Source: an optimization exercise on an open RTL-to-GDS flow (aim: a short achievable clock period and few clock cycles per item). Production flows keep margins and buffers that such runs may drop. Function was checked by simulation only, so behaviour that the tests miss may differ from the original. No run shown here takes its clock network from TritonCTS; it comes from the design's own scripts or RTL. The flow treats the clock pin as an ideal source. Dropping or thinning the clock tree relies on that and would not hold on a real chip. Power and IR drop assume default switching activity.

File: design.v
package core_pkg;
  typedef logic [31:0] word_t;
  typedef logic [4:0]  reg_idx_t;
  typedef enum logic [6:0] {
    OP_IMM = 7'b0010011,   
    OP_REG = 7'b0110011    
  } opcode_e;
  typedef enum logic [2:0] {
    F3_ADD = 3'b000,
    F3_SLL = 3'b001,
    F3_SLT = 3'b010,
    F3_XOR = 3'b100,
    F3_SR  = 3'b101,   
    F3_OR  = 3'b110,
    F3_AND = 3'b111
  } funct3_e;
  typedef enum logic [3:0] {
    ALU_ADD,
    ALU_SUB,
    ALU_AND,
    ALU_OR,
    ALU_XOR,
    ALU_SLT,
    ALU_SLL,
    ALU_SRL
  } alu_op_e;
  typedef struct packed {
    logic [6:0] funct7;
    reg_idx_t   rs2;
    reg_idx_t   rs1;
    logic [2:0] funct3;
    reg_idx_t   rd;
    logic [6:0] opcode;
  } inst_fmt_t;
  typedef struct packed {
    alu_op_e  alu_op;
    logic     src2_is_imm;
    logic     wr_en;
    reg_idx_t rd;
    reg_idx_t rs1;
    reg_idx_t rs2;
    word_t    imm;
  } ctrl_t;
  typedef struct packed {
    logic     valid;
    reg_idx_t rd;
    word_t    data;
  } retire_t;
endpackage
module fetch_sequencer (
  input  logic        clk,
  input  logic        rst_q,    
  input  logic [31:0] inst,
  output logic [31:0] pc,
  output logic [31:0] ir,       
  output logic        ir_v,     
  output logic [31:1] oh1,      
  output logic [31:1] oh2       
);
  logic [29:0] pcw;
  always_ff @(posedge clk) begin
    if (!rst_q) begin
      pcw <= 30'h2000_0000;
    end else begin
      pcw <= pcw + 30'd1;
    end
  end
  assign pc = {pcw, 2'b00};
  always_ff @(posedge clk) begin
    ir   <= inst;
    ir_v <= rst_q;
    for (int i = 1; i < 32; i++) begin
      oh1[i] <= (inst[19:15] == 5'(i));
      oh2[i] <= (inst[24:20] == 5'(i));
    end
  end
endmodule
module decode_unit (
  input  logic [31:0] inst,
  output logic        exec,       
  output logic        is_reg,     
  output logic [4:0]  rd,
  output logic [4:0]  rs1,
  output logic [4:0]  rs2,
  output logic [31:0] imm,        
  output logic        sub,        
  output logic [6:0]  sel         
);
  logic [6:0] opcode;
  logic [2:0] f3;
  logic       alt;
  logic       is_imm;
  logic       legal;
  assign opcode = inst[6:0];
  assign f3     = inst[14:12];
  assign alt    = inst[30];
  assign rd     = inst[11:7];
  assign rs1    = inst[19:15];
  assign rs2    = inst[24:20];
  assign is_reg = (opcode == 7'b0110011);
  assign is_imm = (opcode == 7'b0010011);
  assign legal = (f3 != 3'b011) && !(f3 == 3'b101 && alt);
  assign exec  = (is_reg || is_imm) && legal;
  assign imm = (f3 == 3'b001 || f3 == 3'b101) ? {27'd0, inst[24:20]}
                                              : {{20{inst[31]}}, inst[31:20]};
  assign sub = (f3 == 3'b010) || (f3 == 3'b000 && is_reg && alt);
  assign sel[0] = (f3 == 3'b000);
  assign sel[1] = (f3 == 3'b010);
  assign sel[2] = (f3 == 3'b001);
  assign sel[3] = (f3 == 3'b101);
  assign sel[4] = (f3 == 3'b100);
  assign sel[5] = (f3 == 3'b110);
  assign sel[6] = (f3 == 3'b111);
endmodule
module reg_file (
  input  logic        clk,
  input  logic        rst_q,
  input  logic [31:1] wsel,     
  input  logic [31:0] wd,
  input  logic [31:1] rsel1,
  input  logic [31:1] rsel2,
  output logic [31:0] rd1,
  output logic [31:0] rd2
);
  logic [31:0] regs [1:32-1];
  genvar i;
  generate
    for (i = 1; i < 32; i++) begin : g_reg
      always_ff @(posedge clk) begin
        if (!rst_q) begin
          regs[i] <= '0;
        end else if (wsel[i]) begin
          regs[i] <= wd;
        end
      end
    end
  endgenerate
  always_comb begin
    rd1 = '0;
    rd2 = '0;
    for (int k = 1; k < 32; k++) begin
      rd1 = rd1 | ({32{rsel1[k]}} & regs[k]);
      rd2 = rd2 | ({32{rsel2[k]}} & regs[k]);
    end
  end
endmodule
module execute_unit (
  input  logic [31:0] op_a,      
  input  logic [31:0] op_b,      
  input  logic [31:0] op_bx,     
  input  logic [31:0] fwd,       
  input  logic [3:0]  fa,        
  input  logic [3:0]  fb,        
  input  logic [3:0]  fbp,       
  input  logic [3:0]  fbn,       
  input  logic        sub,
  input  logic [6:0]  sel,
  input  logic [6:0]  sel_r,     
  input  logic [6:0]  sel_w,     
  output logic [31:0] result,
  output logic [31:0] result_r,  
  output logic [31:0] result_w   
);
  logic [31:0] a;
  logic [31:0] b;
  logic [31:0] bx;
  logic [31:0] sum;
  logic        lt;
  logic [31:0] sll;
  logic [31:0] srl;
  genvar i, l;
  generate
    for (i = 0; i < 32; i++) begin : g_op
      assign a[i]  = op_a[i]  | (fwd[i] & fa[i/8]);
      assign b[i]  = op_b[i]  | (fwd[i] & fb[i/8]);
      assign bx[i] = op_bx[i] | (fwd[i] & fbp[i/8]) | (~fwd[i] & fbn[i/8]);
    end
  endgenerate
  logic [31:0] g [0:5];
  logic [31:0] p [0:5];
  logic [31:0] hp;
  assign hp   = a ^ bx;
  assign g[0] = (a & bx) | {31'd0, hp[0] & sub};
  assign p[0] = hp;
  generate
    for (l = 0; l < 5; l++) begin : g_lvl
      for (i = 0; i < 32; i++) begin : g_bit
        if (i >= (1 << l)) begin : g_op
          assign g[l+1][i] = g[l][i] | (p[l][i] & g[l][i - (1 << l)]);
          assign p[l+1][i] = p[l][i] & p[l][i - (1 << l)];
        end else begin : g_pass
          assign g[l+1][i] = g[l][i];
          assign p[l+1][i] = p[l][i];
        end
      end
    end
  endgenerate
  assign sum = hp ^ {g[5][30:0], sub};
  assign lt = (a[31] ^ b[31]) ? a[31] : sum[31];
  assign sll = a << b[4:0];
  assign srl = a >> b[4:0];
  assign result = ({32{sel[0]}} & sum)
                | {31'd0, sel[1] & lt}
                | ({32{sel[2]}} & sll)
                | ({32{sel[3]}} & srl)
                | ({32{sel[4]}} & (a ^ b))
                | ({32{sel[5]}} & (a | b))
                | ({32{sel[6]}} & (a & b));
  assign result_r = ({32{sel_r[0]}} & sum)
                  | {31'd0, sel_r[1] & lt}
                  | ({32{sel_r[2]}} & sll)
                  | ({32{sel_r[3]}} & srl)
                  | ({32{sel_r[4]}} & (a ^ b))
                  | ({32{sel_r[5]}} & (a | b))
                  | ({32{sel_r[6]}} & (a & b));
  assign result_w = ({32{sel_w[0]}} & sum)
                  | {31'd0, sel_w[1] & lt}
                  | ({32{sel_w[2]}} & sll)
                  | ({32{sel_w[3]}} & srl)
                  | ({32{sel_w[4]}} & (a ^ b))
                  | ({32{sel_w[5]}} & (a | b))
                  | ({32{sel_w[6]}} & (a & b));
endmodule
module core_top (
  input  logic    clk,
  input  logic    rst_n,
  input  logic [31:0]       inst,
  output logic [31:0]       pc,
  output logic              retire_valid,
  output logic [4:0]        retire_rd,
  output logic [31:0]       retire_data
);
  logic rst_q;
  always_ff @(posedge clk) begin
    rst_q <= rst_n;
  end
  logic [31:0] ir;
  logic        ir_v;
  logic [31:1] oh1;
  logic [31:1] oh2;
  fetch_sequencer u_seq (
    .clk   (clk),
    .rst_q (rst_q),
    .inst  (inst),
    .pc    (pc),
    .ir    (ir),
    .ir_v  (ir_v),
    .oh1   (oh1),
    .oh2   (oh2)
  );
  logic        d_exec;
  logic        d_is_reg;
  logic [4:0]  d_rd;
  logic [4:0]  d_rs1;
  logic [4:0]  d_rs2;
  logic [31:0] d_imm;
  logic        d_sub;
  logic [6:0]  d_sel;
  decode_unit u_dec (
    .inst   (ir),
    .exec   (d_exec),
    .is_reg (d_is_reg),
    .rd     (d_rd),
    .rs1    (d_rs1),
    .rs2    (d_rs2),
    .imm    (d_imm),
    .sub    (d_sub),
    .sel    (d_sel)
  );
  logic        e_v;       
  logic        e_we;      
  logic [31:1] e_wsel;    
  logic [4:0]  e_rd;
  logic [31:0] e_a;
  logic [31:0] e_b;
  logic [31:0] e_bx;
  logic [3:0]  e_fa;      
  logic [3:0]  e_fb;
  logic [3:0]  e_fbp;
  logic [3:0]  e_fbn;
  logic        e_sub;
  logic [6:0]  e_sel;
  logic [6:0]  e_sel_r;   
  logic [6:0]  e_sel_w;   
  logic        w_v;
  logic        w_we;
  logic [31:1] w_wsel;
  logic [4:0]  w_rd;
  logic [31:0] w_data;    
  logic [31:0] f_data;    
  logic [4:0]  r_rd;      
  logic [31:0] r_data;
  logic [31:0] rf_a;
  logic [31:0] rf_b;
  reg_file u_rf (
    .clk   (clk),
    .rst_q (rst_q),
    .wsel  (w_wsel),
    .wd    (w_data),
    .rsel1 (oh1),
    .rsel2 (oh2),
    .rd1   (rf_a),
    .rd2   (rf_b)
  );
  logic        d_v;
  logic        d_we;
  logic [31:0] d_a;
  logic [31:0] d_b;
  assign d_v  = ir_v && rst_q && d_exec;
  assign d_we = d_v && (d_rd != 5'd0);
  assign d_a = (w_we && w_rd == d_rs1) ? w_data : rf_a;
  assign d_b = !d_is_reg ? d_imm
             : (w_we && w_rd == d_rs2) ? w_data : rf_b;
  logic [31:1] d_wsel;
  logic [31:0] oh1_x;
  logic [31:0] oh2_x;
  logic [3:0]  d_fa;
  logic [3:0]  d_fb;
  logic        p_a2;
  logic        p_b2;
  always_comb begin
    for (int i = 1; i < 32; i++) begin
      d_wsel[i] = d_we && (d_rd == 5'(i));
    end
  end
  always_ff @(posedge clk) begin
    p_a2 <= d_we && (d_rd == inst[19:15]);
    p_b2 <= d_we && (d_rd == inst[24:20]);
  end
  assign oh1_x = {oh1, 1'b0};
  assign oh2_x = {oh2, 1'b0};
  assign d_fa[0] = e_we && (e_rd == d_rs1);
  assign d_fa[1] = |(e_wsel & oh1);
  assign d_fa[2] = p_a2;
  assign d_fa[3] = e_we && oh1_x[e_rd];
  assign d_fb[0] = d_is_reg && e_we && (e_rd == d_rs2);
  assign d_fb[1] = d_is_reg && |(e_wsel & oh2);
  assign d_fb[2] = d_is_reg && p_b2;
  assign d_fb[3] = d_is_reg && e_we && oh2_x[e_rd];
  always_ff @(posedge clk) begin
    e_v     <= d_v;
    e_we    <= d_we;
    e_wsel  <= d_wsel;
    e_rd    <= d_rd;
    e_a     <= d_fa[0] ? 32'd0 : d_a;
    e_b     <= d_fb[0] ? 32'd0 : d_b;
    e_bx    <= d_fb[0] ? 32'd0 : (d_b ^ {32{d_sub}});
    e_fa    <= d_fa;
    e_fb    <= d_fb;
    e_fbp   <= d_fb & {4{!d_sub}};
    e_fbn   <= d_fb & {4{d_sub}};
    e_sub   <= d_sub;
    e_sel   <= d_sel;
    e_sel_r <= d_sel & {7{d_v}};
    e_sel_w <= d_sel & {7{d_we}};
  end
  logic [31:0] e_res;
  logic [31:0] e_res_r;
  logic [31:0] e_res_w;
  execute_unit u_exe (
    .op_a   (e_a),
    .op_b   (e_b),
    .op_bx  (e_bx),
    .fwd    (f_data),
    .fa     (e_fa),
    .fb     (e_fb),
    .fbp    (e_fbp),
    .fbn    (e_fbn),
    .sub    (e_sub),
    .sel      (e_sel),
    .sel_r    (e_sel_r),
    .sel_w    (e_sel_w),
    .result   (e_res),
    .result_r (e_res_r),
    .result_w (e_res_w)
  );
  always_ff @(posedge clk) begin
    w_v    <= e_v && rst_q && rst_n;
    w_we   <= e_we && rst_q;
    w_wsel <= e_wsel & {31{rst_q}};
    w_rd   <= e_rd;
    f_data <= e_res;
    r_rd   <= e_rd & {5{e_v}};
    r_data <= e_res_r;
    w_data <= e_res_w;
  end
  assign retire_valid = w_v;
  assign retire_rd    = r_rd;
  assign retire_data  = r_data;
endmodule
File: flow/run.sh
#!/bin/bash
# Standard ORFS layout with two changes:
#  - repair_timing aims below the clock period (setup margin), so the layout
#    is pushed past merely meeting 12 ns;
#  - after the standard CTS stage, the clock tree is rebuilt by mytree.tcl:
#    the clock port drives four root buffers, each feeds three buffers, each
#    of those feeds six leaf buffers, and each leaf drives an equal, compact
#    group of flip-flops (recursive bisection of their positions). The tree
#    is balanced for all flip-flops alike. mytree.tcl then runs a setup
#    repair on placement parasitics; timing repair (setup and hold) runs
#    again as usual in the global-route stage.
# Each tool's output goes to its own log file in this folder.
set -uo pipefail
VARS="SETUP_SLACK_MARGIN=8.6"
RES=orfs/results/sky130hd/core_top/base

bash standard.sh $VARS cts > make_cts.log 2>&1 || exit 1

IN_ODB=$RES/4_cts.odb IN_SDC=$RES/4_cts.sdc OUT_ODB=$RES/4_cts_tree.odb \
  FANOUT="4 3 6" ROOT_AT_PORT=1 ROOT_PULL=0.5 REPAIR_MARGIN=8.8 \
  openroad -no_init -exit flow/mytree.tcl > mytree.log 2>&1 || exit 1
cp $RES/4_cts_tree.odb $RES/4_cts.odb
touch $RES/4_cts.sdc

bash standard.sh $VARS finish > make_finish.log 2>&1
File: flow/mytree.tcl
# Rebuild the clock tree: the clock port drives 4 clkbuf_16 buffers, one per
# quadrant of the sinks; each drives the leaf clkbuf_16 buffers of its
# quadrant; each leaf drives a compact group of flip-flops. Groups come from
# recursive bisection of the sink positions, so they are equal in size.
# Env: IN_ODB IN_SDC OUT_ODB NLEAF
set plat /OpenROAD-flow-scripts/flow/platforms/sky130hd
read_liberty $plat/lib/sky130_fd_sc_hd__tt_025C_1v80.lib
read_db $::env(IN_ODB)
read_sdc $::env(IN_SDC)
source $plat/setRC.tcl
set_propagated_clock [all_clocks]
estimate_parasitics -placement
puts "before:"; report_clock_latency

set block [ord::get_db_block]
set db [ord::get_db]
set clk [$block findNet clk]

# optionally move each flip-flop that drives an output port's buffer next to
# that buffer, so the clock-to-output path has no long wire
if {([info exists ::env(MOVE_OUT)] && $::env(MOVE_OUT)) || ([info exists ::env(MOVE_OBUF)] && $::env(MOVE_OBUF))} {
  set moved 0
  foreach bt [$block getBTerms] {
    if {[$bt getIoType] != "OUTPUT"} { continue }
    set net [$bt getNet]
    if {$net == "NULL"} { continue }
    set drv ""
    foreach it [$net getITerms] { if {[$it isOutputSignal]} { set drv [$it getInst] } }
    if {$drv == ""} { continue }
    set inet ""
    foreach it [$drv getITerms] { if {[$it isInputSignal]} { set inet [$it getNet] } }
    if {$inet == "" || $inet == "NULL"} { continue }
    set ff ""
    foreach it [$inet getITerms] { if {[$it isOutputSignal]} { set ff [$it getInst] } }
    if {$ff == "" || ![string match "*df*" [[$ff getMaster] getName]]} { continue }
    # only when the flip-flop drives nothing but this buffer
    set qn 0
    foreach it [$ff getITerms] { if {[$it isOutputSignal] && [$it getNet] != "NULL"} { incr qn [llength [[$it getNet] getITerms]] } }
    if {$qn != 2} { continue }
    if {[info exists ::env(MOVE_OBUF)] && $::env(MOVE_OBUF)} {
      # the output buffer goes next to its flip-flop and drives the wire to the pin
      set loc [$ff getLocation]
      $drv setLocation [lindex $loc 0] [lindex $loc 1]
    } else {
      set loc [$drv getLocation]
      $ff setLocation [lindex $loc 0] [lindex $loc 1]
    }
    incr moved
  }
  puts "moved $moved output flip-flops"
  detailed_placement
}

# remove the existing tree: every buffer/inverter reachable from the clock
# port through clock-tree cells (named clkbuf_* / clkload* by TritonCTS)
set bufs {}
set sinks {}
set oldnets {}
set todo [list $clk]
while {[llength $todo]} {
  set net [lindex $todo 0]
  set todo [lrange $todo 1 end]
  if {$net != $clk} { lappend oldnets $net }
  foreach it [$net getITerms] {
    if {![$it isInputSignal]} { continue }
    set inst [$it getInst]
    set n [$inst getName]
    if {[string match "clkbuf_*" $n] || [string match "clkload*" $n]} {
      lappend bufs $inst
      foreach o [$inst getITerms] {
        if {[$o isOutputSignal] && [$o getNet] != "NULL"} { lappend todo [$o getNet] }
      }
    } else {
      lappend sinks $it
    }
  }
}
puts "removing [llength $bufs] buffers, [llength $sinks] sinks"
foreach s $sinks { $s disconnect }
foreach it [$clk getITerms] { $it disconnect }
foreach inst $bufs { odb::dbInst_destroy $inst }
foreach net [lsort -unique $oldnets] { odb::dbNet_destroy $net }

proc pos {it} { set b [[$it getInst] getBBox]; return [list [expr {([$b xMin]+[$b xMax])/2}] [expr {([$b yMin]+[$b yMax])/2}]] }
# split items into n groups of near-equal size, alternating the cut axis
proc bisect {items n axis} {
  if {$n <= 1} { return [list $items] }
  set keyed {}
  foreach i $items { lappend keyed [list [lindex [pos $i] $axis] $i] }
  set sorted {}
  foreach k [lsort -real -index 0 $keyed] { lappend sorted [lindex $k 1] }
  set na [expr {$n / 2}]
  set h [expr {int(round(double([llength $sorted]) * $na / $n))}]
  set a [lrange $sorted 0 [expr {$h-1}]]
  set b [lrange $sorted $h end]
  return [concat [bisect $a $na [expr {1-$axis}]] [bisect $b [expr {$n-$na}] [expr {1-$axis}]]]
}
proc centroid {its} {
  set sx 0.0; set sy 0.0
  foreach i $its { set p [pos $i]; set sx [expr {$sx + [lindex $p 0]}]; set sy [expr {$sy + [lindex $p 1]}] }
  return [list [expr {int($sx / [llength $its])}] [expr {int($sy / [llength $its])}]]
}
set master [$db findMaster sky130_fd_sc_hd__clkbuf_16]
set mw [$master getWidth]
proc add_buf {name c inet onet} {
  global block master mw
  set b [odb::dbInst_create $block $master $name]
  $b setLocation [expr {[lindex $c 0] - $mw/2}] [lindex $c 1]
  $b setPlacementStatus PLACED
  [$b findITerm A] connect $inet
  [$b findITerm X] connect $onet
  return $b
}
# FANOUT lists the fanout of the port and of each buffer level above the
# leaves, e.g. "4 14": the port drives 4 buffers, each drives 14 leaf
# buffers, and each leaf drives an equal share of the flip-flops.
set fanout [expr {[info exists ::env(FANOUT)] ? $::env(FANOUT) : "4 14"}]
set nb 0
# With ROOT_AT_PORT the first level sits at the clock pin, so the port's own
# net stays short.
set port_xy ""
set pf [expr {[info exists ::env(ROOT_PULL)] ? $::env(ROOT_PULL) : 0.5}]
if {[info exists ::env(ROOT_AT_PORT)] && $::env(ROOT_AT_PORT)} {
  set bt [$block findBTerm clk]
  set bb [$bt getBBox]
  set core [$block getCoreArea]
  set px [expr {max([$core xMin] + 20000, min([$core xMax] - 20000, ([$bb xMin] + [$bb xMax]) / 2))}]
  set py [expr {max([$core yMin] + 20000, min([$core yMax] - 20000, ([$bb yMin] + [$bb yMax]) / 2))}]
  set port_xy [list $px $py]
}
proc build {inet items fans} {
  global block nb port_xy
  set f [lindex $fans 0]
  set groups [bisect $items $f 0]
  foreach g $groups {
    set onet [odb::dbNet_create $block "clknet_t_$nb"]
    $onet setSigType CLOCK
    set c [centroid $g]
    if {$inet eq [$block findNet clk] && $port_xy ne ""} {
      # a quarter of the way from the pin towards the group
      set c [list [expr {int($::pf * [lindex $port_xy 0] + (1.0 - $::pf) * [lindex $c 0])}] [expr {int($::pf * [lindex $port_xy 1] + (1.0 - $::pf) * [lindex $c 1])}]]
    }
    add_buf "clkbuf_t_$nb" $c $inet $onet
    incr nb
    if {[llength $fans] > 1} {
      build $onet $g [lrange $fans 1 end]
    } else {
      foreach s $g { $s connect $onet }
    }
  }
}
build $clk $sinks $fanout
puts "built $nb clock buffers, fanout $fanout"
detailed_placement
check_placement
estimate_parasitics -placement
puts "after:"; report_clock_latency
# with the new tree in place, a first setup repair on placement parasitics
# (the global-route stage repairs setup and hold again afterwards)
if {[info exists ::env(REPAIR_MARGIN)]} {
  set_dont_use [list sky130_fd_sc_hd__probe_p_8 sky130_fd_sc_hd__probec_p_8 sky130_fd_sc_hd__lpflow_* sky130_fd_sc_hd__clkbuf_* sky130_fd_sc_hd__clkdlybuf* sky130_fd_sc_hd__dlygate* sky130_fd_sc_hd__dlymetal*]
  puts "before repair: wns [worst_slack -max]"
  repair_timing -setup -setup_margin $::env(REPAIR_MARGIN) -repair_tns 100 -verbose
  puts "after repair: wns [worst_slack -max]"
  detailed_placement
  check_placement
  estimate_parasitics -placement
}
report_checks -to [all_outputs] -format end
report_checks -from [all_inputs] -format end
report_check_types -max_slew -max_capacitance -violators
# worst clock pin slew
set worst 0
foreach p [get_pins -hierarchical */CLK] {
  set s [get_property $p slew_max]
  if {$s > $worst} { set worst $s }
}
puts "worst clk pin slew $worst"
set worst 0
foreach p [get_pins clkbuf_t_*/A] {
  set s [get_property $p slew_max]
  if {$s > $worst} { set worst $s }
}
puts "worst leaf input slew $worst"
write_db $::env(OUT_ODB)
File: standard.sh
#!/bin/bash
# synth_recipe.tcl (not shown) runs the flow's synth.tcl, then flattens the netlist and writes it again
# the make line also repeats each setting of config.mk as NAME=value (left out here)
make -C /OpenROAD-flow-scripts/flow DESIGN_CONFIG=/design/flow/config.mk WORK_HOME=/design/flow/orfs CLKGATE_MAP_FILE= SYNTH_SCRIPT=/design/flow/synth_recipe.tcl "${@:-finish}"
File: config.mk
export PLATFORM = sky130hd
export DESIGN_NAME = core_top
export DESIGN_NICKNAME = core_top
export VERILOG_FILES = /design/flow/design.v
export SDC_FILE = /design/flow/constraint.sdc
export NUM_CORES = 4
export LEC_CHECK = 0
export ABC_CLOCK_PERIOD_IN_PS = 3000
export CAP_MARGIN = 50
export CELL_PAD_IN_SITES_DETAIL_PLACEMENT = 1
export CELL_PAD_IN_SITES_GLOBAL_PLACEMENT = 2
export CORE_MARGIN = 2
export CORE_UTILIZATION = 40
export SLEW_MARGIN = 70
File: constraint.sdc
create_clock -name core_clock -period 12.0 [get_ports {clk}]
set_input_delay 2.4000 -clock core_clock [delete_from_list [all_inputs] [get_ports {clk}]]
set_output_delay 2.4000 -clock core_clock [all_outputs]
set_load 0.01 [all_outputs]
==> flow_metrics.env, run 1 <==
export IMPL_outcome="timing/DRC/antenna clean"
export IMPL_critPathKind="reg -> out"
export IMPL_path_max_fanout=1
export IMPL_finClkSkew_ns=0.0961
export IMPL_synthTopCellsByCount="1431 x dfxtp_1, 1054 x mux2i_1, 1032 x nor2b_1"
export IMPL_slew_violations=0
export IMPL_wl_per_cell_um=41.0
export IMPL_reg2reg_slack_ns=8.52
export IMPL_yosys_area_top_type="dfxtp_1"
export IMPL_grt_pass1_wl_mm=541
export IMPL_layoutNonFillerInstCount=9645
export IMPL_postCtsHoldBufs=0
export IMPL_power_density_mw_per_mm2=102
export IMPL_end_kind="output port"
export IMPL_setup_viol=0
export IMPL_vdd_ir_drop_max_mv=0.131
export IMPL_dr_first_iter_drc_count=10052
export IMPL_async_flop_share=0
export IMPL_drive_gt1_frac=0.148
export IMPL_std_cell_rows=154
export IMPL_synth_ff_type="dfxtp_1"
export IMPL_synth_edf_count=0
export IMPL_start_util=0.403
export IMPL_drc=0
export IMPL_crit_start="r_data[17]$_DFF_P_"
export IMPL_hpwlAfterDp_mm=260
export IMPL_clock_sinks=1431
export IMPL_syn_area_per_cell_um2=9.59
export IMPL_reg2reg_to="r_data[30]$_DFF_P_"
export IMPL_fmaxAchievable_mhz=286
export IMPL_routed_wl_mm=395
export IMPL_ioPinCount=104
export IMPL_tns_ns=0
export IMPL_io_buffers=101
export IMPL_synth_cell_types=78
export IMPL_cp_slowest_cell="dfxtp_4"
export IMPL_grt_pass1_vias=65338
export IMPL_hold_violations=0
export IMPL_routabilityCongestion=0.932
export IMPL_grt_overflow_total=0
export IMPL_dp_cells=9437
export IMPL_via_per_inst=6.87
export IMPL_reg2reg_from="e_fbn[0]$_DFF_P_"
export IMPL_timing_reg2reg_worst_path_depth=16
export IMPL_leakage_nw=27.3
export IMPL_synth_warnings=7
export IMPL_grt_antenna_before_repair=16
export IMPL_path_clk_slew_ns=0.10
export IMPL_die_h_um=426
export IMPL_ant_nets=0
export IMPL_ys_seq_elements=1431
export IMPL_crit_family="flip-flops"
export IMPL_dp_slack_ns=7.75
export IMPL_die_w_um=426
export IMPL_crit_chain="buf_6"
export IMPL_grt_max_degree=88
export IMPL_drt_pass1_iterations=9
export IMPL_worst_path_buf_inv=1
export IMPL_dieArea_mm2=0.181
export IMPL_required_ns=9.60
export IMPL_startpoint_type="flop"
export IMPL_crit_arrival_ns=1.09
export IMPL_fin_ws_ns=8.51
export IMPL_area_growth_syn_to_layout_pct=16.7
export IMPL_seq_area_frac_synth=0.402
export IMPL_worstHoldPathType="reg -> reg"
export IMPL_finish_instance_area_mm2=0.0831
export IMPL_coreArea_mm2=0.176
export IMPL_syn_cell_area_mm2=0.0712
export IMPL_period_minus_slack_ns=3.49
export IMPL_fin_crit_sh=0.291
export IMPL_cap_violations=0
export IMPL_critPathMaxStageDelay_ns=0.40
export IMPL_vias=66275
export IMPL_nets=7432
export IMPL_rsz0062_at_grt="yes"
export IMPL_clk_latency_ns=0.60
export IMPL_netlist_top_cells_area="dfxtp_1 40%, mux2i_1 15%, nor2b_1 9.1%"
export IMPL_synth_most_common_cell="dfxtp_1"
export IMPL_postSynthCellCount=7425
export IMPL_hold_slack_ns=0.420
export IMPL_synth_top_area_share=0.402
export IMPL_endpoint="retire_data[17]"
export IMPL_crit_cells=1
export IMPL_tightestPinTransition_ns=0.525
export IMPL_dpl_cell_area_mm2=0.0788
export IMPL_relSlewSlack=0.650
export IMPL_grtUsageTotal=0.420
==> routing by layer <==
layer  track usage  up-vias  routed length, um
met5             0        -                230
met4         0.205       10              23500
met3         0.111     1085              43500
met2         0.615     4421             164000
met1         0.570    33795             164000
li1              -    26964                  -
==> flip-flops by register name, summed over array words and instances, names as in the netlist, 4 cells and up <==
signal,cells
e_a,32
e_b,32
e_bx,32
e_fa,4
e_fb,4
e_fbn,4
e_fbp,4
e_rd,5
e_sel,7
e_sel_r,7
e_sel_w,7
e_wsel,31
f_data,32
r_data,32
r_rd,5
u_rf.regs,992
u_seq.ir,32
u_seq.oh1,31
u_seq.oh2,31
u_seq.pcw,30
w_data,32
w_rd,5
w_wsel,31
==> cells in the final DEF (no fill, tap or decap), drive strengths merged, types with 120 or more instances in the layout <==
master and n:
dfxtp 1431, mux2i 1055, nor2b 1032, buf 544, a22oi 381, nor2 300
a221oi 295, a22o 278, nand2 215, nand4 147, a222oi 144, inv 128
a21oi 120
==> stage by stage <==
| step | power, W | util |
|---|---|---|
| 4_1_cts | 0.0108 | 0.482 |
| 3_3_place_gp | 0.00544 | 0.418 |
| 2_1_floorplan | 0.00524 | - |
| 3_5_place_dp | 0.00549 | 0.447 |
| 6_report | 0.00852 | 0.471 |
| 5_1_grt | 0.00872 | 0.471 |
==> power by group <==
group          internal, W  switching (W)
logic             0.000225       0.000396
registers          0.00477      0.0000554
clock network      0.00132        0.00175
==> cell type report <==
type,count,area (um^2)
Timing Repair inverter,1,11.3
Timing Repair Buffer,584,8050
Multi-Input combinational cell,5065,40300
Fill cell,19121,93400
Inverter,129,510
Buffer,88,2200
Antenna cell,7,17.5
Tap cell,2340,2930
Sequential cell,1431,29100
==> repair_timing <==
| action | in CTS | in global routing |
|---|---|---|
| endpoints found under the setup margin | 122 | 102 |
| cloned | 0 | 0 |
| endpoints found under the hold margin | 0 | 0 |
| pin swaps | 22 | 16 |
| setup buffers | 26 | 6 |
| resized for setup | 470 | 17 |
==> cells by family after synthesis <==
group	share of synthesized area
adders and majority gates	0.0174
other	0.0000527
muxes	0.166
and+or+nand+nor	0.159
AOI/OAI and AO/OA	0.189
buffers and inverters	0.0519
xor gates and xnor gates	0.0134
DFF	0.402
==> worst min path at each step <==
stage	startpoint	to	slack, ns	cells past startpoint
after CTS	u_seq.ir[8]$_DFF_P_	e_rd[1]$_DFF_P_	0.48	0
final	p_a2$_DFF_P_	e_fa[2]$_DFF_P_	0.42	0
after global routing	p_a2$_DFF_P_	e_fa[2]$_DFF_P_	0.43	0
after floorplan	p_a2$_DFF_P_	e_fa[2]$_DFF_P_	0.31	0
after detailed placement	p_a2$_DFF_P_	e_fa[2]$_DFF_P_	0.48	0
after global placement	u_seq.pcw[0]$_SDFF_PN0_	u_seq.pcw[0]$_SDFF_PN0_	0.48	1
Testbench counts, summed over its fixed seeds: cycles 16,032, items 16,000.
==> run 2, diff against run 1 <==
--- a/flow/run.sh
+++ b/flow/run.sh
@@ -4,2 +4,3 @@
 #    is pushed past merely meeting 12 ns;
+#  - each output port's buffer is placed next to the flip-flop driving it;
 #  - after the standard CTS stage, the clock tree is rebuilt by mytree.tcl:
@@ -19,3 +20,3 @@
 IN_ODB=$RES/4_cts.odb IN_SDC=$RES/4_cts.sdc OUT_ODB=$RES/4_cts_tree.odb \
-  FANOUT="4 3 6" ROOT_AT_PORT=1 ROOT_PULL=0.5 REPAIR_MARGIN=8.8 \
+  FANOUT="4 3 6" ROOT_AT_PORT=1 ROOT_PULL=0.5 REPAIR_MARGIN=9.0 MOVE_OBUF=1 \
   openroad -no_init -exit flow/mytree.tcl > mytree.log 2>&1 || exit 1
--- a/config.mk
+++ b/config.mk
@@ -8,3 +8,3 @@
 export ABC_CLOCK_PERIOD_IN_PS = 3000
-export CAP_MARGIN = 50
+export CAP_MARGIN = 20
 export CELL_PAD_IN_SITES_DETAIL_PLACEMENT = 1
@@ -13,2 +13,2 @@
 export CORE_UTILIZATION = 40
-export SLEW_MARGIN = 70
+export SLEW_MARGIN = 20
==> run 2 against run 1 <==
  * Still clean
  * Power decreased by 0.31%
  * Register-to-register slack gained 0.10 ns
  * Die area stayed put
  * Flip-flop and latch count is the same
  * Area after synthesis stayed put
  * Sequential share of layout area is 2.1 points higher
  * Critical path depth did not move
  * Wire length is 0.20% lower
  * Via count fell by 1.3%
  * Cell area shrank 5.7%
  * Clock skew fell by 0.014 ns
==> flow_metrics.env, run 2 <==
export IMPL_outcome="timing/DRC/antenna clean"
export IMPL_grt_pass1_wl_mm=537
export IMPL_finClkSkew_ns=0.0825
export IMPL_die_w_um=426
export IMPL_std_cell_rows=154
export IMPL_ioPinCount=104
export IMPL_routabilityCongestion=0.932
export IMPL_wl_per_cell_um=41.5
export IMPL_hpwlAfterDp_mm=237
export IMPL_worst_path_buf_inv=1
export IMPL_crit_chain="buf_6"
export IMPL_area_growth_syn_to_layout_pct=10.0
export IMPL_relSlewSlack=0.189
export IMPL_io_buffers=101
export IMPL_largest_reg_flops=992
export IMPL_postSynthCellCount=7425
export IMPL_clk_latency_ns=0.59
export IMPL_fin_crit_sh=0.289
export IMPL_fillers=19412
export IMPL_synth_simple_area_share=0.159
export IMPL_start_util=0.403
export IMPL_required_ns=9.60
export IMPL_postCtsHoldBufs=0
export IMPL_synth_top_area_share=0.402
export IMPL_slew_violations=0
export IMPL_leakage_nw=25.6
export IMPL_drc=0
export IMPL_synth_ff_type="dfxtp_1"
export IMPL_end_kind="output port"
export IMPL_grt_overflow_total=0
export IMPL_synthAdderAreaFrac=0.0174
export IMPL_p_comb_frac=0.067
export IMPL_reg2reg_from="e_fbn[0]$_DFF_P_"
export IMPL_rsz0062_at_grt="yes"
export IMPL_via_per_inst=6.89
export IMPL_routed_wl_mm=394
export IMPL_ys_seq_elements=1431
export IMPL_power_density_mw_per_mm2=108
export IMPL_switching_share=0.259
export IMPL_multiInputGateArea_mm2=0.0399
export IMPL_p_sw_w=0.00220
export IMPL_synth_compound_area_share=0.189
export IMPL_drt_pass1_iterations=11
export IMPL_cap_violations=0
export IMPL_critPathKind="reg -> out"
export IMPL_synth_edf_count=0
export IMPL_seqPwrFrac=0.570
export IMPL_hold_violations=0
export IMPL_power_share_clock=0.362
export IMPL_crit_start="r_data[17]$_DFF_P_"
export IMPL_grt_max_degree=132
export IMPL_vias=65424
export IMPL_drive_gt1_frac=0.120
export IMPL_syn_area_per_cell_um2=9.59
export IMPL_tns_ns=0
export IMPL_muxShareOfSynthArea=0.166
export IMPL_synth_most_common_cell="dfxtp_1"
export IMPL_crit_family="flip-flops"
export IMPL_hp_start="e_wsel[26]$_DFF_P_"
export IMPL_yosys_area_top_type="dfxtp_1"
export IMPL_grt_pass1_vias=64499
export IMPL_syn_cell_area_mm2=0.0712
export IMPL_worstHoldPathType="reg -> reg"
export IMPL_fmaxAchievable_mhz=288
export IMPL_tightestPinTransition_ns=1.21
export IMPL_cellInternalPower_w=0.00629
export IMPL_nets=7291
export IMPL_netlist_top_cells_area="dfxtp_1 40%, mux2i_1 15%, nor2b_1 9.1%"
export IMPL_grtUsageTotal=0.419
export IMPL_synth_warnings=7
export IMPL_final_common_cell="dfxtp_1"
export IMPL_finish_instance_area_mm2=0.0783
export IMPL_path_clk_slew_ns=0.09
export IMPL_dpl_cell_area_mm2=0.0738
export IMPL_path_max_fanout=1
export IMPL_synth_top_family_by_area="compound AO/OA/AOI/OAI gates"
export IMPL_seq_area_mm2=0.0291
export IMPL_startpoint_type="flop"
export IMPL_crit_arrival_ns=1.07
export IMPL_vdd_ir_drop_max_mv=0.180
export IMPL_critPathMaxStageDelay_ns=0.35
export IMPL_synth_xor_area_frac=0.0134
export IMPL_seq_area_frac_synth=0.402
export IMPL_dr_first_iter_drc_count=9765
export IMPL_clock_sinks=1431
export IMPL_ant_nets=0
export IMPL_dieArea_mm2=0.181
export IMPL_period_minus_slack_ns=3.47
export IMPL_die_h_um=426
export IMPL_largest_register="u_rf.regs"
export IMPL_coreArea_mm2=0.176
export IMPL_layout_common_cells="1248 x dfxtp_1, 1051 x mux2i_1, 1030 x nor2b_1"
export IMPL_async_flop_share=0
export IMPL_setup_viol=0
export IMPL_synth_cell_types=78
export IMPL_synthTopCellsByCount="1431 x dfxtp_1, 1054 x mux2i_1, 1032 x nor2b_1"
export IMPL_cp_slowest_cell="dfxtp_4"
export IMPL_grt_antenna_before_repair=24
-- run 2: timing repair --
action	CTS	global route
gates cloned	3	0
pin swaps	14	4
setup buffers	34	4
setup endpoints to repair	368	81
gates resized for setup	494	9
-- run 2: cell families (layout without fill, tap and decap cells) --
logic type | after synthesis | count (layout)
xor gates and xnor gates | 109 | 109
AOI/OAI and AO/OA | 1688 | 1691
other | 1 | 7
adders and majority gates | 98 | 98
DFF | 1431 | 1431
and+or+nand+nor | 2053 | 2053
muxes | 1115 | 1115
buffers and inverters | 930 | 658
-- run 2: power groups by stage --
stage	Clock [W]	Sequential (W)	Combinational, W
after floorplan	0	0.00492	0.000323
after global placement	0	0.00496	0.000488
after detailed placement	0	0.00496	0.000492
after CTS	0.00541	0.00485	0.000509
after global routing	0.00326	0.00485	0.000587
final	0.00308	0.00484	0.000572
-- run 2: path summary, 6_finish.rpt --
kind / end / cells past startpoint / slack [ns]
worst max-delay path: retire_data[17] / 1 / 8.53
worst min register to register: w_wsel[26]$_DFF_P_ / 1 / 0.50
worst min-delay path: w_wsel[26]$_DFF_P_ / 1 / 0.50
worst max register to register: r_data[26]$_DFF_P_ / 16 / 8.62
-- run 2: worst reg2reg max path: stages, from the launching register on --
cell       delay, ns
dfxtp_4         0.36
nor2b_4         0.12
a211o_1         0.24
fa_2            0.37
buf_6           0.14
inv_4           0.05
fa_2            0.23
nor2b_4         0.06
o2111ai_4       0.23
a2111oi_4       0.11
buf_4           0.18
o31ai_4         0.28
buf_12          0.17
o21ai_4         0.08
a31oi_1         0.24
xnor2_1         0.15
a221o_1         0.32
-- run 2: per-stage QoR --
step                      utilization  total power [W]  std cells  setup slack [ns]  hold WS [ns]
final                           0.444          0.00849       9502              8.53         0.502
after global routing            0.444          0.00869       9497              8.46         0.518
after detailed placement        0.418          0.00545       9269              7.72         0.482
after floorplan                     -          0.00524       7426              8.66         0.310
after global placement          0.418          0.00544       9269              7.24         0.482
after CTS                       0.455           0.0108       9604              8.21         0.509
-- run 2: per-layer routing --
layer / part of all wire / vias up / track usage
met1: 0.41 / 33399 / 0.559
li1: - / 26647 / -
met4: 0.061 / 14 / 0.217
met5: 0.00024 / - / 0
met2: 0.41 / 4314 / 0.610
met3: 0.11 / 1050 / 0.121
-- run 2: cell type report --
class                   instances  share of cell area
diodes                          5            0.000160
plain buffers                  88              0.0281
inverters                     129             0.00655
multi-input cells            5068               0.510
flip-flops and latches       1431               0.371
well taps                    2340              0.0374
repair buffers                440              0.0466
repair inverters                1            0.000144
==> run 3, diff against run 2 <==
--- a/flow/run.sh
+++ b/flow/run.sh
@@ -20,3 +20,3 @@
 IN_ODB=$RES/4_cts.odb IN_SDC=$RES/4_cts.sdc OUT_ODB=$RES/4_cts_tree.odb \
-  FANOUT="4 3 6" ROOT_AT_PORT=1 ROOT_PULL=0.5 REPAIR_MARGIN=9.0 MOVE_OBUF=1 \
+  FANOUT="4 3 6" ROOT_AT_PORT=1 ROOT_PULL=0.5 REPAIR_MARGIN=9.2 MOVE_OBUF=1 \
   openroad -no_init -exit flow/mytree.tcl > mytree.log 2>&1 || exit 1
==> run 3 against run 2 <==
  * Hold slack lost 0.0080 ns
  * Area after synthesis is the same
  * Flip-flop and latch count is the same
  * Register-to-register slack is essentially flat
  * Clock power is essentially flat
  * Sequential share of layout area shrank 0.36 points
  * Via count grew 0.51%
  * Critical path depth is the same
==> flow_metrics.env, run 3 <==
export IMPL_outcome="timing/DRC/antenna clean"
export IMPL_holdPathEnd="w_wsel[26]$_DFF_P_"
export IMPL_grt_max_degree=132
export IMPL_tns_ns=0
export IMPL_relSlewSlack=0.233
export IMPL_yosys_area_top_type="dfxtp_1"
export IMPL_crit_family="flip-flops"
export IMPL_via_per_inst=6.91
export IMPL_nets=7308
export IMPL_fmaxAchievable_mhz=288
export IMPL_setup_viol=0
export IMPL_hpwlAfterDp_mm=237
export IMPL_holdPathStages=1
export IMPL_path_max_fanout=1
export IMPL_start_util=0.403
export IMPL_grt_pass1_wl_mm=538
export IMPL_period_minus_slack_ns=3.48
export IMPL_crit_arrival_ns=1.08
export IMPL_seq_area_mm2=0.0291
export IMPL_finish_instance_area_mm2=0.0791
export IMPL_final_common_cell="dfxtp_1"
export IMPL_std_cell_rows=154
export IMPL_largest_reg_flops=992
export IMPL_worstHoldPathType="reg -> reg"
export IMPL_routabilityCongestion=0.932
export IMPL_startpoint_type="flop"
export IMPL_finClkSkew_ns=0.0894
export IMPL_drive_gt1_frac=0.130
export IMPL_reg2reg_from="e_fbn[0]$_DFF_P_"
export IMPL_multiInputGateArea_mm2=0.0403
export IMPL_drc=0
export IMPL_ys_seq_elements=1431
export IMPL_path_clk_slew_ns=0.09
export IMPL_leakage_nw=25.9
export IMPL_reg2reg_slack_ns=8.63
export IMPL_synth_ff_type="dfxtp_1"
export IMPL_synth_most_common_cell="dfxtp_1"
export IMPL_die_h_um=426
export IMPL_hold_violations=0
export IMPL_async_flop_share=0
export IMPL_timing_reg2reg_worst_path_depth=16
export IMPL_ioPinCount=104
export IMPL_coreArea_mm2=0.176
export IMPL_fillers=19361
export IMPL_clk_latency_ns=0.60
export IMPL_worst_path_buf_inv=1
export IMPL_die_w_um=426
export IMPL_slew_violations=0
export IMPL_drt_pass1_iterations=10
export IMPL_seq_area_frac_synth=0.402
export IMPL_netlist_top_cells_area="dfxtp_1 40%, mux2i_1 15%, nor2b_1 9.1%"
export IMPL_syn_cell_area_mm2=0.0712
export IMPL_power_density_mw_per_mm2=107
export IMPL_clock_sinks=1431
export IMPL_synth_edf_count=0
export IMPL_critPathKind="reg -> out"
export IMPL_syn_area_per_cell_um2=9.59
export IMPL_required_ns=9.60
export IMPL_layout_common_cells="1248 x dfxtp_1, 1051 x mux2i_1, 1030 x nor2b_1"
export IMPL_dieArea_mm2=0.181
export IMPL_synth_top_area_share=0.402
export IMPL_hp_start="e_wsel[26]$_DFF_P_"
export IMPL_grt_pass1_vias=64659
export IMPL_cp_slowest_cell="dfxtp_4"
export IMPL_synth_warnings=7
export IMPL_vias=65757
export IMPL_rsz0062_at_grt="yes"
export IMPL_area_growth_syn_to_layout_pct=11.1
export IMPL_io_buffers=101
export IMPL_largest_register="u_rf.regs"
export IMPL_vdd_ir_drop_max_mv=0.193
export IMPL_tightestPinTransition_ns=1.15
export IMPL_end_kind="output port"
export IMPL_cap_violations=0
export IMPL_grtUsageTotal=0.420
export IMPL_wl_per_cell_um=41.5
export IMPL_postSynthCellCount=7425
export IMPL_grt_overflow_total=0
export IMPL_critPathMaxStageDelay_ns=0.35
export IMPL_ant_nets=0
export IMPL_grt_antenna_before_repair=25
export IMPL_fin_crit_sh=0.290
export IMPL_reg2reg_to="r_data[26]$_DFF_P_"
export IMPL_synth_cell_types=78
export IMPL_routed_wl_mm=396
export IMPL_dpl_cell_area_mm2=0.0738
export IMPL_dr_first_iter_drc_count=9805
export IMPL_synthTopCellsByCount="1431 x dfxtp_1, 1054 x mux2i_1, 1032 x nor2b_1"
export IMPL_crit_chain="buf_6"
export IMPL_final_util=0.448
run 3: cell counts after synthesis:
No cell type changed its count.
run 3: where the power goes:
group	internal [W]	leakage, nW	switching [W]
combinational	0.000208	13.1	0.000385
clock	0.00132	1.08	0.00175
sequential	0.00477	11.7	0.0000716
total	0.00630	25.9	0.00220
run 3: cells by family after synthesis:
group / count (synthesis) / share of synthesized area
AOI/OAI and AO/OA: 1688 / 0.189
xor gates and xnor gates: 109 / 0.0134
adders and majority gates: 98 / 0.0174
buffers and inverters: 930 / 0.0519
DFF: 1431 / 0.402
muxes: 1115 / 0.166
other: 1 / 0.0000527
and+or+nand+nor: 2053 / 0.159
run 3: area by class of cell:
cell class,count,area share
Sequential cell,1431,0.368
Timing Repair inverter,1,0.000142
Inverter,129,0.00648
Buffer,88,0.0278
Timing Repair Buffer,457,0.0511
Antenna cell,7,0.000221
Tap cell,2340,0.0370
Multi-Input combinational cell,5068,0.510
run 3: metal layers:
metal,vias up,wire [um],GRT usage
met3,1088,44000,0.116
met1,33688,164000,0.564
met5,-,144,0
li1,26673,-,-
met4,20,24400,0.214
met2,4288,163000,0.612
run 3: worst max-delay path by stage:
stage / from / end / slack, ns / cells after the start
finish: r_data[17]$_DFF_P_ / retire_data[17] / 8.52 / 1
global route: e_fbn[0]$_DFF_P_ / r_data[20]$_DFF_P_ / 8.47 / 17
CTS: r_data[17]$_DFF_P_ / retire_data[17] / 8.21 / 1
detailed placement: e_fb[0]$_DFF_P_ / r_data[1]$_DFF_P_ / 7.72 / 9
global placement: e_fa[0]$_DFF_P_ / w_data[30]$_DFF_P_ / 7.24 / 12
floorplan: e_fa[0]$_DFF_P_ / f_data[26]$_DFF_P_ / 8.66 / 13
run 3: timing repair:
action / in CTS / in global routing
gates cloned: 3 / 0
hold buffers: 0 / 0
gates resized for setup: 494 / 7
setup buffers: 34 / 2
pin swaps: 14 / 5
endpoints found under the setup margin: 368 / 89
run 3: metrics by stage:
step,hold WS [ns],setup slack [ns],power [W],std cells
after global routing,0.516,8.47,0.00871,9514
final,0.494,8.52,0.00850,9521
after CTS,0.509,8.21,0.0108,9604
after detailed placement,0.482,7.72,0.00545,9269
after floorplan,0.310,8.66,0.00524,7426
after global placement,0.482,7.24,0.00544,9269
==> run 4, diff against run 3 <==
--- a/design.v
+++ b/design.v
@@ -57,3 +57,5 @@
   output logic [31:1] oh1,      
-  output logic [31:1] oh2       
+  output logic [31:1] oh2,      
+  output logic [31:1] oh1h,     
+  output logic [31:1] oh2h      
 );
@@ -74,2 +76,4 @@
       oh2[i] <= (inst[24:20] == 5'(i));
+      oh1h[i] <= (inst[19:18] == 2'(i >> 3)) && (inst[17:15] == 3'(i & 7));
+      oh2h[i] <= (inst[24:23] == 2'(i >> 3)) && (inst[22:20] == 3'(i & 7));
     end
@@ -119,4 +123,6 @@
   input  logic [31:0] wd,
-  input  logic [31:1] rsel1,
+  input  logic [31:1] rsel1,    
   input  logic [31:1] rsel2,
+  input  logic [31:1] rsel1h,   
+  input  logic [31:1] rsel2h,
   output logic [31:0] rd1,
@@ -141,4 +147,4 @@
     for (int k = 1; k < 32; k++) begin
-      rd1 = rd1 | ({32{rsel1[k]}} & regs[k]);
-      rd2 = rd2 | ({32{rsel2[k]}} & regs[k]);
+      rd1 = rd1 | ({{16{rsel1h[k]}}, {16{rsel1[k]}}} & regs[k]);
+      rd2 = rd2 | ({{16{rsel2h[k]}}, {16{rsel2[k]}}} & regs[k]);
     end
@@ -240,2 +246,4 @@
   logic [31:1] oh2;
+  logic [31:1] oh1h;
+  logic [31:1] oh2h;
   fetch_sequencer u_seq (
@@ -248,3 +256,5 @@
     .oh1   (oh1),
-    .oh2   (oh2)
+    .oh2   (oh2),
+    .oh1h  (oh1h),
+    .oh2h  (oh2h)
   );
@@ -301,2 +311,4 @@
     .rsel2 (oh2),
+    .rsel1h(oh1h),
+    .rsel2h(oh2h),
     .rd1   (rf_a),
--- a/flow/run.sh
+++ b/flow/run.sh
@@ -4,3 +4,2 @@
 #    is pushed past merely meeting 12 ns;
-#  - each output port's buffer is placed next to the flip-flop driving it;
 #  - after the standard CTS stage, the clock tree is rebuilt by mytree.tcl:
@@ -20,3 +19,3 @@
 IN_ODB=$RES/4_cts.odb IN_SDC=$RES/4_cts.sdc OUT_ODB=$RES/4_cts_tree.odb \
-  FANOUT="4 3 6" ROOT_AT_PORT=1 ROOT_PULL=0.5 REPAIR_MARGIN=9.2 MOVE_OBUF=1 \
+  FANOUT="4 3 6" ROOT_AT_PORT=1 ROOT_PULL=0.5 REPAIR_MARGIN=8.8 \
   openroad -no_init -exit flow/mytree.tcl > mytree.log 2>&1 || exit 1
==> run 4 against run 3 <==
  * Still clean on timing, DRC and antenna
  * Hold slack improved by 0.0065 ns
  * Combinational power decreased by 4.2%
  * Register-to-register slack got worse by 0.11 ns
  * Flip-flop and latch count increased by 62
  * Global-route usage decreased by 1.5 points
  * Clock power increased by 2%
  * Sequential share of layout area increased by 1.2 points
  * Setup slack got worse by 0.048 ns
  * Critical path type unchanged
  * Largest cell class unchanged
==> flow_metrics.env, run 4 <==
export IMPL_outcome="timing/DRC/antenna clean"
export IMPL_synth_cell_types=78
export IMPL_io_buffers=101
export IMPL_wl_met2_mm=171
export IMPL_leakage_nw=26.1
export IMPL_cellInternalPower_w=0.00650
export IMPL_grt_overflow_total=0
export IMPL_path_clk_slew_ns=0.12
export IMPL_path_max_fanout=1
export IMPL_clock_sinks=1493
export IMPL_yosys_area_top_type="dfxtp_1"
export IMPL_seq_area_frac_synth=0.409
export IMPL_ys_seq_elements=1493
export IMPL_synth_edf_count=0
export IMPL_vdd_ir_drop_max_mv=0.146
export IMPL_drt_pass1_iterations=10
export IMPL_grt_antenna_before_repair=14
export IMPL_syn_cell_area_mm2=0.0730
export IMPL_cap_violations=0
export IMPL_die_w_um=431
export IMPL_critPathKind="reg -> out"
export IMPL_grtUsageTotal=0.405
export IMPL_largest_reg_flops=992
export IMPL_period_minus_slack_ns=3.52
export IMPL_worstHoldPathType="reg -> reg"
export IMPL_fmaxAchievable_mhz=284
export IMPL_end_kind="output port"
export IMPL_top_layer_used="met5"
export IMPL_start_util=0.403
export IMPL_rsz0062_at_grt="yes"
export IMPL_final_common_cell="dfxtp_1"
export IMPL_async_flop_share=0
export IMPL_nets=7428
export IMPL_cp_slowest_cell="dfxtp_2"
export IMPL_required_ns=9.60
export IMPL_hold_violations=0
export IMPL_crit_chain="buf_6"
export IMPL_ioPinCount=104
export IMPL_routed_wl_mm=392
export IMPL_switching_share=0.257
export IMPL_p_sw_w=0.00225
export IMPL_routabilityCongestion=0.924
export IMPL_die_h_um=431
export IMPL_seqPwrFrac=0.577
export IMPL_drc=0
export IMPL_largest_register="u_rf.regs"
export IMPL_clk_latency_ns=0.62
export IMPL_layout_common_cells="1337 x dfxtp_1, 1071 x mux2i_1, 1040 x nor2b_1"
export IMPL_area_growth_syn_to_layout_pct=9.08
export IMPL_wl_met3_mm=36.5
export IMPL_slew_violations=0
export IMPL_dieArea_mm2=0.186
export IMPL_grt_pass1_vias=64769
export IMPL_via_per_inst=6.79
export IMPL_netlist_top_cells_area="dfxtp_1 41%, mux2i_1 15%, nor2b_1 8.9%"
export IMPL_worst_path_buf_inv=1
export IMPL_dr_first_iter_drc_count=8979
export IMPL_wl_per_cell_um=40.6
export IMPL_relSlewSlack=0.0847
export IMPL_hpwlAfterDp_mm=229
export IMPL_power_share_clock=0.358
export IMPL_grt_max_degree=247
export IMPL_power_density_mw_per_mm2=110
export IMPL_dp_cells=9462
export IMPL_layoutNonFillerInstCount=9669
export IMPL_std_cell_rows=156
export IMPL_tightestPinTransition_ns=1.37
export IMPL_crit_family="flip-flops"
export IMPL_drive_gt1_frac=0.109
export IMPL_grt_pass1_wl_mm=535
export IMPL_p_comb_frac=0.065
export IMPL_postSynthCellCount=7609
export IMPL_ant_nets=0
export IMPL_setup_viol=0
export IMPL_drt_met1_wl_mm=158
export IMPL_synthTopCellsByCount="1493 x dfxtp_1, 1074 x mux2i_1, 1043 x nor2b_1"
export IMPL_synth_warnings=7
export IMPL_coreArea_mm2=0.181
export IMPL_critPathMaxStageDelay_ns=0.39
export IMPL_crit_arrival_ns=1.12
export IMPL_synth_top_area_share=0.409
export IMPL_synth_most_common_cell="dfxtp_1"
export IMPL_synth_ff_type="dfxtp_1"
export IMPL_fin_crit_sh=0.294
export IMPL_startpoint_type="flop"
export IMPL_syn_area_per_cell_um2=9.60
export IMPL_tns_ns=0
export IMPL_finClkSkew_ns=0.0848
export IMPL_vias=65613
==> run 4: cell types whose count changed after synthesis, moves of 10 or more <==
cell,before,now
dfxtp_1,1431,1493
nor2_1,300,345
buf_1,102,138
a22oi_1,381,416
nand2_1,215,187
mux2i_1,1054,1074
o21ai_0,93,107
inv_1,126,114
a222oi_1,144,133
nor2b_1,1032,1043
nor4_1,13,24
a21oi_1,120,110
a22o_1,278,268
==> run 4: final timing paths <==
kind / start / endpoint / slack [ns] / depth (start not counted)
worst min register to register: u_seq.pcw[29]$_SDFF_PN1_ / u_seq.pcw[29]$_SDFF_PN1_ / 0.50 / 2
worst max register to register: e_fbn[0]$_DFF_P_ / r_data[30]$_DFF_P_ / 8.52 / 14
worst min-delay path: u_seq.pcw[29]$_SDFF_PN1_ / u_seq.pcw[29]$_SDFF_PN1_ / 0.50 / 2
worst max-delay path: r_data[28]$_DFF_P_ / retire_data[28] / 8.48 / 1
==> run 4: cells by family after synthesis <==
family          after synthesis  synth area share
flops                      1493             0.409
other cells                   1         0.0000513
simple gates               2132             0.161
xor+xnor                    104            0.0125
compound gates             1699             0.185
buf+inv                     947            0.0505
mux                        1135             0.164
fa+ha+maj                    98            0.0170
==> run 4: power by group through the flow <==
stage | combinational, W | sequential [W] | clock [W]
4_1_cts | 0.000526 | 0.00505 | 0.00549
6_report | 0.000568 | 0.00505 | 0.00313
5_1_grt | 0.000585 | 0.00505 | 0.00332
3_3_place_gp | 0.000508 | 0.00517 | 0
3_5_place_dp | 0.000512 | 0.00517 | 0
2_1_floorplan | 0.000333 | 0.00513 | 0
==> run 4: worst reg2reg max path: cells and delay by family (launching register included) <==
kind,cells,cell delay (ns)
AO/OA/AOI/OAI,7,1.78
adder cells (fa/ha/maj),1,0.40
flip-flops,1,0.39
AND/OR/NAND/NOR,3,0.51
buffers and inverters,3,0.38
==> run 4: metrics by stage <==
stage / setup WS (ns) / cell area (um^2) / util / hold slack, ns / total power [W]
6_report: 8.48 / 79700 / 0.440 / 0.501 / 0.00875
5_1_grt: 8.41 / 79700 / 0.440 / 0.522 / 0.00896
4_1_cts: 8.19 / 82200 / 0.454 / 0.500 / 0.0111
3_5_place_dp: 7.61 / 75600 / 0.418 / 0.476 / 0.00568
3_3_place_gp: 7.63 / 75600 / 0.418 / 0.469 / 0.00567
2_1_floorplan: 8.62 / 73000 / - / 0.310 / 0.00546
==> run 4: what timing repair did <==
item                       CTS  global route
resized for setup          505            31
setup endpoints to repair  326           109
hold buffers                 0             0
pin swaps                   19            27
buffers inserted            40            11
==> run 4: routing by layer <==
layer  vias up  GRT usage
met5         -          0
met4        16      0.223
met3      1088     0.0890
met2      3833      0.630
met1     33519      0.520
li1      27157          -
==> run 4: cell type report <==
type / count / area [um^2]
diodes: 5 / 12.5
plain buffers: 88 / 2200
fillers: 19984 / 101000
inverters: 118 / 454
multi-input cells: 5171 / 40300
flip-flops and latches: 1493 / 30200
well taps: 2370 / 2970
repair buffers: 424 / 3540
Testbench counts of run 4, summed over its fixed seeds: cycles 16,032, items 16,000.
==> run 5, diff against run 4 <==
--- a/config.mk
+++ b/config.mk
@@ -8,3 +8,3 @@
 export ABC_CLOCK_PERIOD_IN_PS = 3000
-export CAP_MARGIN = 20
+export CAP_MARGIN = 50
 export CELL_PAD_IN_SITES_DETAIL_PLACEMENT = 1
@@ -13,2 +13,2 @@
 export CORE_UTILIZATION = 40
-export SLEW_MARGIN = 20
+export SLEW_MARGIN = 70
==> run 5 against run 4 <==
  * Sequential power about the same
  * Power increased by 0.34%
  * Sequential share of layout area fell by 2.1 points
  * Critical endpoint is now retire_data[0]
  * Hold slack worse by 0.044 ns
  * First-iteration DRC count decreased by 1.0%
  * Largest power group unchanged
  * Fmax is 0.18% lower
  * Clock skew down 0.0024 ns
  * Utilization rose by 2.8 points
==> flow_metrics.env, run 5 <==
export IMPL_power_density_mw_per_mm2=104
export IMPL_drive_gt1_frac=0.147
export IMPL_start_util=0.403
export IMPL_synth_top_area_share=0.409
export IMPL_end_kind="output port"
export IMPL_io_buffers=101
export IMPL_timing_reg2reg_worst_path_depth=14
export IMPL_layout_common_cells="1316 x dfxtp_1, 1064 x mux2i_1, 1040 x nor2b_1"
export IMPL_critPathKind="reg -> out"
export IMPL_grt_pass1_vias=65907
export IMPL_finalPower_w=0.00878
export IMPL_ys_seq_elements=1493
export IMPL_required_ns=9.60
export IMPL_crit_arrival_ns=1.13
export IMPL_grt_overflow_total=0
export IMPL_critPathMaxStageDelay_ns=0.41
export IMPL_vdd_ir_drop_max_mv=0.149
export IMPL_final_common_cell="dfxtp_1"
export IMPL_fin_crit_sh=0.294
export IMPL_dieArea_mm2=0.186
export IMPL_reg2reg_to="f_data[30]$_DFF_P_"
export IMPL_hpwlAfterDp_mm=252
export IMPL_worst_path_buf_inv=1
export IMPL_ioPinCount=104
export IMPL_via_per_inst=6.79
export IMPL_seq_area_mm2=0.0303
export IMPL_crit_chain="buf_6"
export IMPL_grt_antenna_before_repair=20
export IMPL_holdPathStages=0
export IMPL_path_max_fanout=1
export IMPL_setup_viol=0
export IMPL_worstHoldPathType="reg -> reg"
export IMPL_seqPwrFrac=0.573
export IMPL_die_w_um=431
export IMPL_multiInputGateArea_mm2=0.0409
export IMPL_synth_cell_types=78
export IMPL_holdPathEnd="e_rd[4]$_DFF_P_"
export IMPL_p_sw_w=0.00226
export IMPL_power_share_clock=0.357
export IMPL_reg2reg_slack_ns=8.53
export IMPL_hp_start="u_seq.ir[11]$_DFF_P_"
export IMPL_rsz0062_at_grt="yes"
export IMPL_synth_most_common_cell="dfxtp_1"
export IMPL_leakage_nw=27.9
export IMPL_coreArea_mm2=0.181
export IMPL_yosys_area_top_type="dfxtp_1"
export IMPL_switching_share=0.258
export IMPL_std_cell_rows=156
export IMPL_postSynthCellCount=7609
export IMPL_grtUsageTotal=0.406
export IMPL_tns_ns=0
export IMPL_p_comb_frac=0.071
export IMPL_drt_pass1_iterations=7
export IMPL_nets=7575
export IMPL_synth_warnings=7
export IMPL_outcome="timing/DRC/antenna clean"
export IMPL_finClkSkew_ns=0.0823
export IMPL_crit_family="flip-flops"
export IMPL_grt_max_degree=87
export IMPL_cp_slowest_cell="dfxtp_4"
export IMPL_seq_area_frac_synth=0.409
export IMPL_async_flop_share=0
export IMPL_synth_ff_type="dfxtp_1"
export IMPL_drc=0
export IMPL_routabilityCongestion=0.924
export IMPL_cap_violations=0
export IMPL_startpoint_type="flop"
export IMPL_wl_per_cell_um=40.1
export IMPL_ant_nets=0
export IMPL_grt_pass1_wl_mm=539
export IMPL_clk_latency_ns=0.62
export IMPL_largest_reg_flops=992
export IMPL_reg2reg_from="e_fbn[0]$_DFF_P_"
export IMPL_period_minus_slack_ns=3.53
export IMPL_cellInternalPower_w=0.00652
export IMPL_relSlewSlack=0.652
export IMPL_die_h_um=431
export IMPL_clock_sinks=1493
export IMPL_area_growth_syn_to_layout_pct=16.0
export IMPL_syn_area_per_cell_um2=9.60
export IMPL_hold_violations=0
export IMPL_synth_edf_count=0
export IMPL_routed_wl_mm=393
export IMPL_fmaxAchievable_mhz=283
export IMPL_largest_register="u_rf.regs"
export IMPL_tightestPinTransition_ns=0.522
export IMPL_dr_first_iter_drc_count=8885
export IMPL_synthTopCellsByCount="1493 x dfxtp_1, 1074 x mux2i_1, 1043 x nor2b_1"
export IMPL_syn_cell_area_mm2=0.0730
export IMPL_vias=66675
export IMPL_fillers=19548
export IMPL_slew_violations=0
export IMPL_path_clk_slew_ns=0.10
export IMPL_netlist_top_cells_area="dfxtp_1 41%, mux2i_1 15%, nor2b_1 8.9%"
[run 5: cell types whose count changed in the layout (fill, tap and decap cells not counted), moves of 14 or more]
cell,previous run,this run
buf_4,245,85
buf_6,90,207
buf_16,1,101
buf_8,1,52
buf_12,4,39
dfxtp_4,57,92
nor3_1,93,61
nor3_2,1,31
buf_2,14,35
dfxtp_1,1337,1316
a21oi_1,92,77
dfxtp_2,99,85
o22ai_1,23,9
[run 5: final cells by class]
class / instances / share of cell area
plain buffers: 88 / 0.0260
flip-flops and latches: 1493 / 0.358
repair buffers: 572 / 0.0932
diodes: 4 / 0.000118
well taps: 2370 / 0.0350
multi-input cells: 5170 / 0.482
inverters: 118 / 0.00549
[run 5: through the flow]
stage | instance area [um^2] | cells | hold slack (ns) | setup slack [ns] | utilization
2_1_floorplan | 73000 | 7610 | 0.310 | 8.62 | -
3_3_place_gp | 75600 | 9462 | 0.469 | 7.63 | 0.418
3_5_place_dp | 80900 | 9633 | 0.463 | 7.79 | 0.447
4_1_cts | 87400 | 9984 | 0.469 | 8.19 | 0.482
5_1_grt | 84700 | 9811 | 0.471 | 8.40 | 0.468
6_report | 84700 | 9815 | 0.457 | 8.47 | 0.468
[run 5: cells by family (layout without fill, tap and decap cells)]
logic type | Yosys count | count (layout) | share of synthesized area
simple gates | 2132 | 2132 | 0.161
compound gates | 1699 | 1699 | 0.185
flops | 1493 | 1493 | 0.409
mux | 1135 | 1135 | 0.164
buf+inv | 947 | 778 | 0.0505
xor+xnor | 104 | 104 | 0.0125
fa+ha+maj | 98 | 98 | 0.0170
other cells | 1 | 6 | 0.0000513
[run 5: what timing repair did]
item / 4_1_cts / 5_1_grt
setup endpoints to repair: 133 / 108
buffers inserted: 35 / 12
hold buffers: 0 / 0
gates resized for setup: 467 / 28
pin swaps: 20 / 16
cloned: 0 / 1
[run 5: how the worst max path moves through the flow]
stage	slack, ns	depth (start not counted)	endpoint	from
after detailed placement	7.79	14	r_data[26]$_DFF_P_	e_fa[0]$_DFF_P_
after global placement	7.63	4	p_b2$_DFF_P_	inst[21]
after CTS	8.19	1	retire_data[31]	r_data[31]$_DFF_P_
final	8.47	1	retire_data[0]	r_data[0]$_DFF_P_
after global routing	8.40	14	f_data[30]$_DFF_P_	e_fbn[0]$_DFF_P_
after floorplan	8.62	5	u_seq.oh1[11]$_DFF_P_	inst[19]
[run 5: power by group through the flow]
stage | Sequential (W) | Combinational, W | Clock (W)
after floorplan | 0.00513 | 0.000333 | 0
after global placement | 0.00517 | 0.000508 | 0
after detailed placement | 0.00515 | 0.000574 | 0
after CTS | 0.00503 | 0.000584 | 0.00557
after global routing | 0.00503 | 0.000637 | 0.00332
final | 0.00503 | 0.000621 | 0.00313
[run 5: metal layers]
layer  GRT usage  wire length (um)
met5           0                55
met4       0.219             26400
met3      0.0898             37300
met2       0.636            173000
met1       0.521            157000

-- what the ideal ports hide --
The flow's constraints put no driver on any port. The routed layouts listed below were extracted and timed again, unchanged, in two steps. Step 1 sets driving cells, clkbuf_16 on the clock port and buf_2 on the other inputs (assumed; they add their load-dependent delay and slew). Step 2 adds t to the input delays and takes it off the output delays; t is the mean of the earliest and latest rising clock arrival at the registers after step 1. Input paths then give back, and output paths get back, about the clock's delay inside the block. Slacks: ideal / step 1 / step 2; pairs: ideal / step 1.
run | t (ns) | setup slack, ns | worst setup path at the end | worst data-port slew with drivers (ns)
run 1 | 0.661 | 8.505 / 8.399 / 8.177 | input to register | 0.06
run 2 | 0.680 | 8.531 / 8.400 / 8.289 | input to register | 0.06
run 3 | 0.678 | 8.525 / 8.397 / 8.301 | input to register | 0.06
run 4 | 0.705 | 8.477 / 8.350 / 8.066 | input to register | 0.11
run 5 | 0.708 | 8.471 / 8.339 / 8.501 | input to register | 0.05
After both steps every run listed still meets setup and hold. The setup slack of run 4, which loses most, moves by -0.127 ns with the drivers and by -0.411 ns with both steps.
